From an optimization exercise on the open Yosys and OpenROAD flow, aimed at small area; shortcuts taken in it are not production practice.
The RTL was checked by simulation tests, not by an equivalence proof against the original design.
Power is estimated from default activity; no workload was simulated.

==> flow/design.v <==
package jesd204_tx_pkg;
   typedef logic [31:0] lane_word_t;
   typedef enum logic [1:0] {
      IDLE,
      PRIME,
      RUN
   } src_fifo_state_t;
endpackage
module jesd204_tx_sdpram #(
   parameter int unsigned Lanes = 4,
   parameter int unsigned Depth = 16
) (
   input  logic                       clk_i,
   input  logic                       rst_ni,
   input  logic                       wr_en_i,
   input  logic [$clog2(Depth)-1:0]   wr_addr_i,
   input  jesd204_tx_pkg::lane_word_t [Lanes-1:0]     wr_data_i,
   input  logic                       rd_en_i,
   input  logic [$clog2(Depth)-1:0]   rd_addr_i,
   input  logic                       rd_clr_i,
   output jesd204_tx_pkg::lane_word_t [Lanes-1:0]     rd_data_o
);
   jesd204_tx_pkg::lane_word_t [Lanes-1:0] mem_q [Depth];
   jesd204_tx_pkg::lane_word_t [Lanes-1:0] rd_data_q;
   always_ff @(posedge clk_i) begin
      if (wr_en_i) begin
         mem_q[wr_addr_i] <= wr_data_i;
      end
   end
   always_ff @(posedge clk_i or negedge rst_ni) begin
      if (!rst_ni) begin
         rd_data_q <= '0;
      end else if (rd_clr_i) begin
         rd_data_q <= '0;
      end else if (rd_en_i) begin
         rd_data_q <= mem_q[rd_addr_i];
      end
   end
   assign rd_data_o = rd_data_q;
endmodule
module jesd204_tx_src_fifo #(
   parameter int unsigned LANES  = 4,
   parameter int unsigned DEPTH  = 16,
   parameter int unsigned THRESH = 8
) (
   input  logic                       CLK,
   input  logic                       RST_n,
   input  logic                       S_VALID,
   output logic                       S_READY,
   input  jesd204_tx_pkg::lane_word_t [LANES-1:0]     S_DATA,
   input  logic                       RDY,
   output jesd204_tx_pkg::lane_word_t [LANES-1:0]     DI,
   output logic [$clog2(DEPTH):0]     LEVEL,
   output logic                       UNDERFLOW,
   input  logic                       CLR_ERR
);
   localparam int unsigned AW = $clog2(DEPTH);
   localparam int unsigned PW = AW + 1;
   localparam logic [PW-1:0] THRESH_L = PW'(THRESH);
   jesd204_tx_pkg::src_fifo_state_t state_q, state_d;
   logic [PW-1:0]   wr_ptr_q, wr_ptr_d;
   logic [PW-1:0]   rd_ptr_q, rd_ptr_d;
   logic            underflow_q, underflow_d;
   logic            full, empty, push, wr_en, pop, flush, uf_set;
   logic [PW-1:0]   prime_fill;
   assign full  = (wr_ptr_q[AW] != rd_ptr_q[AW]) && (wr_ptr_q[AW-1:0] == rd_ptr_q[AW-1:0]);
   assign empty = (wr_ptr_q == rd_ptr_q);
   assign S_READY = !full || (state_q == jesd204_tx_pkg::IDLE);
   assign push    = S_VALID && S_READY;
   assign wr_en   = push && !flush;
   assign LEVEL   = wr_ptr_q - rd_ptr_q;
   assign prime_fill = LEVEL + PW'(push);
   always_comb begin
      state_d = state_q;
      pop     = 1'b0;
      flush   = 1'b0;
      uf_set  = 1'b0;
      unique case (state_q)
         jesd204_tx_pkg::IDLE: begin
            flush = 1'b1;
            state_d = jesd204_tx_pkg::PRIME;
         end
         jesd204_tx_pkg::PRIME: begin
            if (prime_fill >= THRESH_L) begin
               state_d = jesd204_tx_pkg::RUN;
            end
         end
         jesd204_tx_pkg::RUN: begin
            if (empty) begin
               uf_set  = 1'b1;
               state_d = jesd204_tx_pkg::PRIME;
            end else begin
               pop = 1'b1;
            end
         end
         default: state_d = jesd204_tx_pkg::IDLE;
      endcase
      if (!RDY) begin
         state_d = jesd204_tx_pkg::IDLE;
         pop     = 1'b0;
         uf_set  = 1'b0;
      end
   end
   always_comb begin
      wr_ptr_d = wr_ptr_q;
      rd_ptr_d = rd_ptr_q;
      if (flush) begin
         rd_ptr_d = wr_ptr_q;
      end else begin
         if (wr_en) begin
            wr_ptr_d = wr_ptr_q + 1'b1;
         end
         if (pop) begin
            rd_ptr_d = rd_ptr_q + 1'b1;
         end
      end
   end
   assign underflow_d = uf_set || (underflow_q && !CLR_ERR);
   always_ff @(posedge CLK or negedge RST_n) begin
      if (!RST_n) begin
         state_q     <= jesd204_tx_pkg::IDLE;
         wr_ptr_q    <= '0;
         rd_ptr_q    <= '0;
         underflow_q <= 1'b0;
      end else begin
         state_q     <= state_d;
         wr_ptr_q    <= wr_ptr_d;
         rd_ptr_q    <= rd_ptr_d;
         underflow_q <= underflow_d;
      end
   end
   assign UNDERFLOW = underflow_q;
   jesd204_tx_sdpram #(
      .Lanes (LANES),
      .Depth (DEPTH)
   ) u_ram (
      .clk_i     (CLK),
      .rst_ni    (RST_n),
      .wr_en_i   (wr_en),
      .wr_addr_i (wr_ptr_q[AW-1:0]),
      .wr_data_i (S_DATA),
      .rd_en_i   (pop),
      .rd_addr_i (rd_ptr_q[AW-1:0]),
      .rd_clr_i  (!pop),
      .rd_data_o (DI)
   );
endmodule
Settings: LEC_CHECK=0, CAP_MARGIN=20, CORE_MARGIN=2, CORE_UTILIZATION=40, SLEW_MARGIN=20; clock period 5.0 ns.
run.sh (not shown) runs the stock make flow with config.mk's settings and CLKGATE_MAP_FILE= SYNTH_SCRIPT=/design/flow/synth_recipe.tcl, a recipe that flattens the netlist after the stock synthesis.
The starting point passed the timing, DRC and antenna checks.
Change:
--- a/flow/design.v
+++ b/flow/design.v
@@ -9,36 +9,29 @@
 module jesd204_tx_sdpram #(
    parameter int unsigned Lanes = 4,
    parameter int unsigned Depth = 16
 ) (
    input  logic                       clk_i,
-   input  logic                       rst_ni,
-   input  logic                       wr_en_i,
-   input  logic [$clog2(Depth)-1:0]   wr_addr_i,
+   input  logic [Depth-1:0]           wr_row_i,
    input  jesd204_tx_pkg::lane_word_t [Lanes-1:0]     wr_data_i,
-   input  logic                       rd_en_i,
-   input  logic [$clog2(Depth)-1:0]   rd_addr_i,
-   input  logic                       rd_clr_i,
+   input  logic [Depth-1:0]           rd_row_i,
    output jesd204_tx_pkg::lane_word_t [Lanes-1:0]     rd_data_o
 );
    jesd204_tx_pkg::lane_word_t [Lanes-1:0] mem_q [Depth];
-   jesd204_tx_pkg::lane_word_t [Lanes-1:0] rd_data_q;
-   always_ff @(posedge clk_i) begin
-      if (wr_en_i) begin
-         mem_q[wr_addr_i] <= wr_data_i;
+   for (genvar i = 0; i < Depth; i++) begin : g_row
+      always_ff @(posedge clk_i) begin
+         if (wr_row_i[i]) begin
+            mem_q[i] <= wr_data_i;
+         end
       end
    end
-   always_ff @(posedge clk_i or negedge rst_ni) begin
-      if (!rst_ni) begin
-         rd_data_q <= '0;
-      end else if (rd_clr_i) begin
-         rd_data_q <= '0;
-      end else if (rd_en_i) begin
-         rd_data_q <= mem_q[rd_addr_i];
+   always_comb begin
+      rd_data_o = '0;
+      for (int i = 0; i < Depth; i++) begin
+         rd_data_o = rd_data_o | ({(Lanes*32){rd_row_i[i]}} & mem_q[i]);
       end
    end
-   assign rd_data_o = rd_data_q;
 endmodule
 module jesd204_tx_src_fifo #(
    parameter int unsigned LANES  = 4,
    parameter int unsigned DEPTH  = 16,
    parameter int unsigned THRESH = 8
@@ -59,12 +52,14 @@
    localparam logic [PW-1:0] THRESH_L = PW'(THRESH);
    jesd204_tx_pkg::src_fifo_state_t state_q, state_d;
    logic [PW-1:0]   wr_ptr_q, wr_ptr_d;
    logic [PW-1:0]   rd_ptr_q, rd_ptr_d;
    logic            underflow_q, underflow_d;
+   logic [DEPTH-1:0] rd_row_q;
    logic            full, empty, push, wr_en, pop, flush, uf_set;
    logic [PW-1:0]   prime_fill;
+   logic [DEPTH-1:0] wr_row, rd_row;
    assign full  = (wr_ptr_q[AW] != rd_ptr_q[AW]) && (wr_ptr_q[AW-1:0] == rd_ptr_q[AW-1:0]);
    assign empty = (wr_ptr_q == rd_ptr_q);
    assign S_READY = !full || (state_q == jesd204_tx_pkg::IDLE);
    assign push    = S_VALID && S_READY;
    assign wr_en   = push && !flush;
@@ -120,28 +115,30 @@
       if (!RST_n) begin
          state_q     <= jesd204_tx_pkg::IDLE;
          wr_ptr_q    <= '0;
          rd_ptr_q    <= '0;
          underflow_q <= 1'b0;
+         rd_row_q    <= '0;
       end else begin
          state_q     <= state_d;
          wr_ptr_q    <= wr_ptr_d;
          rd_ptr_q    <= rd_ptr_d;
          underflow_q <= underflow_d;
+         rd_row_q    <= rd_row;
       end
    end
    assign UNDERFLOW = underflow_q;
+   for (genvar i = 0; i < DEPTH; i++) begin : g_dec
+      assign wr_row[i] = wr_en && (wr_ptr_q[AW-1:0] == AW'(i));
+      assign rd_row[i] = pop && (rd_ptr_q[AW-1:0] == AW'(i));
+   end
    jesd204_tx_sdpram #(
       .Lanes (LANES),
       .Depth (DEPTH)
    ) u_ram (
       .clk_i     (CLK),
-      .rst_ni    (RST_n),
-      .wr_en_i   (wr_en),
-      .wr_addr_i (wr_ptr_q[AW-1:0]),
+      .wr_row_i  (wr_row),
       .wr_data_i (S_DATA),
-      .rd_en_i   (pop),
-      .rd_addr_i (rd_ptr_q[AW-1:0]),
-      .rd_clr_i  (!pop),
+      .rd_row_i  (rd_row_q),
       .rd_data_o (DI)
    );
 endmodule
Effect: Clock skew increases by 25 ps; cell count increases by 1.7%; synthesized area decreases by 9.9%; routed wire length increases by 14%; setup slack degrades by 250 ps; flip-flop and latch count decreases by 112; clock-buffer cell count decreases by 56; synthesized cell count increases by 11%; fmax decreases by 5.6%; die area decreases by 9.8%; sequential share of layout area increases by 3.5 points; non-clock buffer count increases by 68; total power decreases by 24%; hold slack degrades by 34 ps.

==> static timing again, ports no longer ideal <==
How much do the figures lean on ideal ports? The routed layouts below were timed once more, with nothing changed but the port constraints.
Step 1 sets driving cells, clkbuf_16 on the clock port and buf_2 on the other inputs (assumed; they add their load-dependent delay and slew).
Step 2, shift: input delay + t, output delay - t, t = (earliest + latest rising clock arrival at the registers) / 2. This alone moves slack from input paths to output paths.
Slacks: ideal / step 1 / step 2; pairs: ideal / step 1.
run | t (ns) | setup WS [ns] | slew at the worst register clock pin (ns) | worst data-port slew with drivers (ns) | cell pins on the clock port's net
the first run | 0.905 | 0.693 / 0.611 / 1.187 | 0.07 / 0.07 | 0.19 | 1
the second run | 0.911 | 0.440 / 0.360 / 1.048 | 0.06 / 0.06 | 0.18 | 1
After both steps setup and hold are still met in every run listed.
